What follows belongs to an exercise in optimizing a design on an open flow for small area, a short achievable clock period and few clock cycles per item; a production flow would make more cautious choices.
At most, simulation tests tie the RTL to the original design; equivalence was not proved.
Power figures rest on the tool's default switching activity, not on a simulated workload.

Setup of the reference run:
==> module mpeg_scrambler_top, before the edit <==
module mpeg_scrambler_top (
	input  logic            clk,
	input  logic            rst_n,
	input  mpeg_pkg::byte_t mpeg_in,
	input  logic            mpeg_in_en,
	input  logic            stream_end,
	input  mpeg_pkg::key_t  key_in,
	input  logic            key_en,
	output mpeg_pkg::byte_t mpeg_out,
	output logic            mpeg_out_en,
	output logic            mpeg_prog_full
);
	localparam logic [1:0] SC_IDLE = 2'b00;
	localparam logic [1:0] SC_ZERO = 2'b01;
	localparam logic [1:0] SC_ZERO_ZERO = 2'b11;
	localparam logic [1:0] SC_PREFIX = 2'b10;
	mpeg_pkg::key_t lfsr;
	logic step_d;
	logic key_bit;
	logic [1:0] state;
	logic [1:0] state_nx;
	logic video;
	logic video_nx;
	logic carries_sign;
	logic is_zero;
	logic is_one;
	logic is_slice;
	logic step;
	assign carries_sign = |mpeg_in[7:1];
	assign is_zero = ~carries_sign & ~mpeg_in[0];
	assign is_one = ~carries_sign & mpeg_in[0];
	assign is_slice = (mpeg_in >= 8'h01) && (mpeg_in <= 8'hAF);
	assign key_bit = step_d ? lfsr[14] : lfsr[15];
	assign step = mpeg_in_en & video & carries_sign;
	assign mpeg_prog_full = 1'b0;
	always_comb begin
		state_nx = state;
		video_nx = video;
		case (state)
			SC_IDLE: state_nx = is_zero ? SC_ZERO : SC_IDLE;
			SC_ZERO: state_nx = is_zero ? SC_ZERO_ZERO : SC_IDLE;
			SC_ZERO_ZERO: state_nx = is_one ? SC_PREFIX : (is_zero ? SC_ZERO_ZERO : SC_IDLE);
			default: begin
				state_nx = SC_IDLE;
				video_nx = is_slice;
			end
		endcase
		if (stream_end) begin
			state_nx = SC_IDLE;
			video_nx = 1'b0;
		end
	end
	always_ff @(posedge clk) begin
		mpeg_out <= {mpeg_in[7:1], mpeg_in[0] ^ (video & carries_sign & key_bit)};
		mpeg_out_en <= mpeg_in_en & rst_n;
	end
	logic sel_key;
	logic sel_shift;
	logic sel_hold;
	logic force_one;
	mpeg_pkg::key_t lfsr_shifted;
	mpeg_pkg::key_t lfsr_nx;
	assign sel_key = rst_n & key_en;
	assign sel_shift = rst_n & ~key_en & step_d;
	assign sel_hold = rst_n & ~key_en & ~step_d;
	assign force_one = ~rst_n | (key_en & (key_in == '0));
	assign lfsr_shifted = {lfsr[14:0], lfsr[15] ^ lfsr[13] ^ lfsr[12] ^ lfsr[10]};
	for (genvar i = 0; i < 16; i++) begin : g_lfsr
		lfsr_next #(.DEFAULT(16'hACE1 >> i & 1)) next (
			.cur(lfsr[i]),
			.shifted(lfsr_shifted[i]),
			.key(key_in[i]),
			.sel_key(sel_key),
			.sel_shift(sel_shift),
			.sel_hold(sel_hold),
			.force_one(force_one),
			.nx(lfsr_nx[i])
		);
	end
	always_ff @(posedge clk)
		lfsr <= lfsr_nx;
	always_ff @(posedge clk) begin
		if (!rst_n) begin
			step_d <= 1'b0;
			state <= SC_IDLE;
			video <= 1'b0;
		end else begin
			step_d <= step & ~key_en;
			if (mpeg_in_en) begin
				state <= state_nx;
				video <= video_nx;
			end
		end
	end
endmodule
clock: 5.0 ns
lec_check: 0
cap_margin: 20
core_area: 2.5 2.5 58.5 58.5
die_area: 0 0 61 61
setup_slack_margin: 3.2
slew_margin: 20
synth_hierarchical: 1
standard.sh (not shown) runs the stock make flow with config.mk's settings and CLKGATE_MAP_FILE= SYNTH_SCRIPT=/design/flow/synth_recipe.tcl, a recipe that flattens the netlist after the stock synthesis.
==> flow/flow/run.sh <==
#!/bin/bash
# Standard ORFS layout with plain buf_1 cells as the port buffers (buffer_ports otherwise picks a
# delay buffer), a clock tree of clkbuf_4 cells without dummy loads, and the slow wide OR cells
# added to the platform's don't-use list (flow/dont_use.txt holds the platform's list and these),
# so that synthesis builds wide ORs from NOR and NAND gates. Make's full output goes to
# flow_make.log here.
set -euo pipefail
bash standard.sh "BUFFER_PORTS_ARGS=-buffer_cell sky130_fd_sc_hd__buf_1" \
	"CTS_ARGS=-sink_clustering_enable -repair_clock_nets -dont_use_dummy_load -buf_list sky130_fd_sc_hd__clkbuf_4" \
	"DONT_USE_CELLS=$(cat flow/dont_use.txt)" \
	finish > flow_make.log 2>&1
==> flow/flow/dont_use.txt <==
sky130_fd_sc_hd__probe_p_8 sky130_fd_sc_hd__probec_p_8 sky130_fd_sc_hd__lpflow_bleeder_1 sky130_fd_sc_hd__lpflow_clkbufkapwr_1 sky130_fd_sc_hd__lpflow_clkbufkapwr_16 sky130_fd_sc_hd__lpflow_clkbufkapwr_2 sky130_fd_sc_hd__lpflow_clkbufkapwr_4 sky130_fd_sc_hd__lpflow_clkbufkapwr_8 sky130_fd_sc_hd__lpflow_clkinvkapwr_1 sky130_fd_sc_hd__lpflow_clkinvkapwr_16 sky130_fd_sc_hd__lpflow_clkinvkapwr_2 sky130_fd_sc_hd__lpflow_clkinvkapwr_4 sky130_fd_sc_hd__lpflow_clkinvkapwr_8 sky130_fd_sc_hd__lpflow_decapkapwr_12 sky130_fd_sc_hd__lpflow_decapkapwr_3 sky130_fd_sc_hd__lpflow_decapkapwr_4 sky130_fd_sc_hd__lpflow_decapkapwr_6 sky130_fd_sc_hd__lpflow_decapkapwr_8 sky130_fd_sc_hd__lpflow_inputiso0n_1 sky130_fd_sc_hd__lpflow_inputiso0p_1 sky130_fd_sc_hd__lpflow_inputiso1n_1 sky130_fd_sc_hd__lpflow_inputiso1p_1 sky130_fd_sc_hd__lpflow_inputisolatch_1 sky130_fd_sc_hd__lpflow_isobufsrc_1 sky130_fd_sc_hd__lpflow_isobufsrc_16 sky130_fd_sc_hd__lpflow_isobufsrc_2 sky130_fd_sc_hd__lpflow_isobufsrc_4 sky130_fd_sc_hd__lpflow_isobufsrc_8 sky130_fd_sc_hd__lpflow_isobufsrckapwr_16 sky130_fd_sc_hd__lpflow_lsbuf_lh_hl_isowell_tap_1 sky130_fd_sc_hd__lpflow_lsbuf_lh_hl_isowell_tap_2 sky130_fd_sc_hd__lpflow_lsbuf_lh_hl_isowell_tap_4 sky130_fd_sc_hd__lpflow_lsbuf_lh_isowell_4 sky130_fd_sc_hd__lpflow_lsbuf_lh_isowell_tap_1 sky130_fd_sc_hd__lpflow_lsbuf_lh_isowell_tap_2 sky130_fd_sc_hd__lpflow_lsbuf_lh_isowell_tap_4 sky130_fd_sc_hd__or4_1 sky130_fd_sc_hd__or4_2 sky130_fd_sc_hd__or4_4 sky130_fd_sc_hd__or4b_1 sky130_fd_sc_hd__or4b_2 sky130_fd_sc_hd__or4b_4 sky130_fd_sc_hd__or4bb_1 sky130_fd_sc_hd__or4bb_2 sky130_fd_sc_hd__or4bb_4 sky130_fd_sc_hd__or3_1 sky130_fd_sc_hd__or3_2 sky130_fd_sc_hd__or3_4 sky130_fd_sc_hd__or3b_1 sky130_fd_sc_hd__or3b_2 sky130_fd_sc_hd__or3b_4
Per the final summary, the reference run finished and its layout is clean on timing, DRC and antenna.
> inputs changed (the reference run -> the trial run)
--- a/flow/design.v
+++ b/flow/design.v
@@ -101,7 +101,7 @@
 	logic force_one;
 	mpeg_pkg::key_t lfsr_shifted;
 	mpeg_pkg::key_t lfsr_nx;
-	assign sel_key = rst_n & key_en;
+	assign sel_key = rst_n & key_en & (key_in != '0);
 	assign sel_shift = rst_n & ~key_en & step_d;
 	assign sel_hold = rst_n & ~key_en & ~step_d;
 	assign force_one = ~rst_n | (key_en & (key_in == '0));
[summary]
- The trial run | status: complete | timing, DRC, antenna: pass
- Final standard cell count with taps included and fillers excluded went up by a few percent going from the reference run to the trial run.
- Run comparison: the trial run origin of the worst setup path key_in[14]; the reference run origin of the worst setup path key_in[4]
- Going from the reference run to the trial run, post-layout minimum cycle time now larger, setup slack went down 0.22 ns, routed length on met1 climbed about 4%.
- Going from the reference run to the trial run, total power after layout shrank slightly.
- The reference run vs the trial run, capturing instance or port of the critical path: lfsr[5] vs lfsr[2]
- Delta (the trial run minus the reference run): number of global-route vias before repair went down by 30; ratio of cells with drive above 1 in the final layout went down 2.1 points; synthesis-to-layout area growth shows an increase of 1.6 points.
No run of this note included a check of the RTL's function; only the layout flow was run.

---

The RTL this note starts from:
==> flow/design.v <==
`timescale 1ns/100ps
package mpeg_pkg;
	typedef logic [8-1:0] byte_t;
	typedef logic [16-1:0] key_t;
	typedef enum logic {
		run_misc  = 1'b0,
		run_video = 1'b1
	} run_class_e;
	typedef logic [7:0] run_len_t;
	typedef enum logic [1:0] {
		sc_idle,
		sc_zero,
		sc_zero_zero,
		sc_prefix
	} scan_state_e;
	typedef enum logic {
		join_idle,
		join_copy
	} join_state_e;
endpackage
`timescale 1ns/100ps
module lfsr_next #(
	parameter bit DEFAULT = 1'b0
) (
	input  logic cur,
	input  logic shifted,
	input  logic key,
	input  logic sel_key,
	input  logic sel_shift,
	input  logic sel_hold,
	input  logic force_one,
	output logic nx
);
	logic kept;
	assign kept = (sel_key & key) | (sel_shift & shifted) | (sel_hold & cur);
	if (DEFAULT)
		assign nx = kept | force_one;
	else
		assign nx = kept;
endmodule
`timescale 1ns/100ps
module mpeg_scrambler_top (
	input  logic            clk,
	input  logic            rst_n,
	input  mpeg_pkg::byte_t mpeg_in,
	input  logic            mpeg_in_en,
	input  logic            stream_end,
	input  mpeg_pkg::key_t  key_in,
	input  logic            key_en,
	output mpeg_pkg::byte_t mpeg_out,
	output logic            mpeg_out_en,
	output logic            mpeg_prog_full
);
	localparam logic [1:0] SC_IDLE = 2'b00;
	localparam logic [1:0] SC_ZERO = 2'b01;
	localparam logic [1:0] SC_ZERO_ZERO = 2'b11;
	localparam logic [1:0] SC_PREFIX = 2'b10;
	mpeg_pkg::key_t lfsr;
	logic step_d;
	logic key_bit;
	logic [1:0] state;
	logic [1:0] state_nx;
	logic video;
	logic video_nx;
	logic carries_sign;
	logic is_zero;
	logic is_one;
	logic is_slice;
	logic step;
	assign carries_sign = |mpeg_in[7:1];
	assign is_zero = ~carries_sign & ~mpeg_in[0];
	assign is_one = ~carries_sign & mpeg_in[0];
	assign is_slice = (mpeg_in >= 8'h01) && (mpeg_in <= 8'hAF);
	assign key_bit = step_d ? lfsr[14] : lfsr[15];
	assign step = mpeg_in_en & video & carries_sign;
	assign mpeg_prog_full = 1'b0;
	always_comb begin
		state_nx = state;
		video_nx = video;
		case (state)
			SC_IDLE: state_nx = is_zero ? SC_ZERO : SC_IDLE;
			SC_ZERO: state_nx = is_zero ? SC_ZERO_ZERO : SC_IDLE;
			SC_ZERO_ZERO: state_nx = is_one ? SC_PREFIX : (is_zero ? SC_ZERO_ZERO : SC_IDLE);
			default: begin
				state_nx = SC_IDLE;
				video_nx = is_slice;
			end
		endcase
		if (stream_end) begin
			state_nx = SC_IDLE;
			video_nx = 1'b0;
		end
	end
	always_ff @(posedge clk) begin
		mpeg_out <= {mpeg_in[7:1], mpeg_in[0] ^ (video & carries_sign & key_bit)};
		mpeg_out_en <= mpeg_in_en & rst_n;
	end
	logic sel_key;
	logic sel_shift;
	logic sel_hold;
	logic force_one;
	mpeg_pkg::key_t lfsr_shifted;
	mpeg_pkg::key_t lfsr_nx;
	assign sel_key = rst_n & key_en;
	assign sel_shift = rst_n & ~key_en & step_d;
	assign sel_hold = rst_n & ~key_en & ~step_d;
	assign force_one = ~rst_n | (key_en & (key_in == '0));
	assign lfsr_shifted = {lfsr[14:0], lfsr[15] ^ lfsr[13] ^ lfsr[12] ^ lfsr[10]};
	for (genvar i = 0; i < 16; i++) begin : g_lfsr
		lfsr_next #(.DEFAULT(16'hACE1 >> i & 1)) next (
			.cur(lfsr[i]),
			.shifted(lfsr_shifted[i]),
			.key(key_in[i]),
			.sel_key(sel_key),
			.sel_shift(sel_shift),
			.sel_hold(sel_hold),
			.force_one(force_one),
			.nx(lfsr_nx[i])
		);
	end
	always_ff @(posedge clk)
		lfsr <= lfsr_nx;
	always_ff @(posedge clk) begin
		if (!rst_n) begin
			step_d <= 1'b0;
			state <= SC_IDLE;
			video <= 1'b0;
		end else begin
			step_d <= step & ~key_en;
			if (mpeg_in_en) begin
				state <= state_nx;
				video <= video_nx;
			end
		end
	end
endmodule
clock: 5.0 ns
lec_check: 0
cap_margin: 20
core_area: 2.5 2.5 58.5 58.5
die_area: 0 0 61 61
setup_slack_margin: 3.15
slew_margin: 20
synth_hierarchical: 1
Scripts as last shown in full above: flow/flow/run.sh, flow/flow/dont_use.txt
Change:
--- a/flow/design.v
+++ b/flow/design.v
@@ -57,6 +57,7 @@
 	localparam logic [1:0] SC_PREFIX = 2'b10;
 	mpeg_pkg::key_t lfsr;
 	logic step_d;
+	logic load_default;
 	logic key_bit;
 	logic [1:0] state;
 	logic [1:0] state_nx;
@@ -71,7 +72,7 @@
 	assign is_zero = ~carries_sign & ~mpeg_in[0];
 	assign is_one = ~carries_sign & mpeg_in[0];
 	assign is_slice = (mpeg_in >= 8'h01) && (mpeg_in <= 8'hAF);
-	assign key_bit = step_d ? lfsr[14] : lfsr[15];
+	assign key_bit = load_default ? 16'hACE1 >> (16 - 1) : (step_d ? lfsr[14] : lfsr[15]);
 	assign step = mpeg_in_en & video & carries_sign;
 	assign mpeg_prog_full = 1'b0;
 	always_comb begin
@@ -101,10 +102,10 @@
 	logic force_one;
 	mpeg_pkg::key_t lfsr_shifted;
 	mpeg_pkg::key_t lfsr_nx;
-	assign sel_key = rst_n & key_en;
-	assign sel_shift = rst_n & ~key_en & step_d;
-	assign sel_hold = rst_n & ~key_en & ~step_d;
-	assign force_one = ~rst_n | (key_en & (key_in == '0));
+	assign sel_key = key_en;
+	assign sel_shift = ~key_en & ~load_default & step_d;
+	assign sel_hold = ~key_en & ~load_default & ~step_d;
+	assign force_one = ~key_en & load_default;
 	assign lfsr_shifted = {lfsr[14:0], lfsr[15] ^ lfsr[13] ^ lfsr[12] ^ lfsr[10]};
 	for (genvar i = 0; i < 16; i++) begin : g_lfsr
 		lfsr_next #(.DEFAULT(16'hACE1 >> i & 1)) next (
@@ -123,10 +124,12 @@
 	always_ff @(posedge clk) begin
 		if (!rst_n) begin
 			step_d <= 1'b0;
+			load_default <= 1'b1;
 			state <= SC_IDLE;
 			video <= 1'b0;
 		end else begin
 			step_d <= step & ~key_en;
+			load_default <= key_en & (key_in == '0);
 			if (mpeg_in_en) begin
 				state <= state_nx;
 				video <= video_nx;
=> Die area stays the same; setup slack gains 0.043 ns; count of clock-buffer cells in the layout does not change; fmax went up by 2.4%; final area went down by 7.6%; first-iteration DRC count went up by 24%; via count went down by 0.90%; sequential power went up by about 6%; wire length went down by 1.7%.
Testbench counts after the change, summed over its fixed seeds: cycles 173,216, bytes 173,208.
For the first run of this note, only the layout was checked, not whether the RTL still works.

## afterwards: timing with drivers on the ports
The results above use ideal ports. As a check the final layouts listed here were re-extracted and re-timed, cells and wires unchanged. Step 1: set_driving_cell puts a clkbuf_16 on clk and a buf_2 on each other input, an assumption about the parent block. Step 2 moves the port delays by t, midway between the first and last clock arrival at a register: inputs arrive t later, outputs are due t later. That takes back most of the time a late clock gives input paths. Three values: no drivers, after step 1, after step 2; two values: the first two.
| run | t, ns | setup slack, ns | worst register clock-pin slew, ns |
|---|---|---|---|
| the reference run | 0.340 | 3.194 / 3.178 / 2.838 | 0.09 / 0.09 |
| the trial run | 0.334 | 2.976 / 2.964 / 2.631 | 0.09 / 0.09 |
| the first run of note 2 | 0.336 | 3.173 / 3.163 / 2.827 | 0.09 / 0.09 |
| the second run of note 2 | 0.331 | 3.216 / 3.195 / 2.940 | 0.09 / 0.09 |
After both steps setup and hold are still met in every run listed. For the reference run, which loses most, drivers alone change the setup slack by -0.016 ns; drivers and shift together by -0.356 ns.
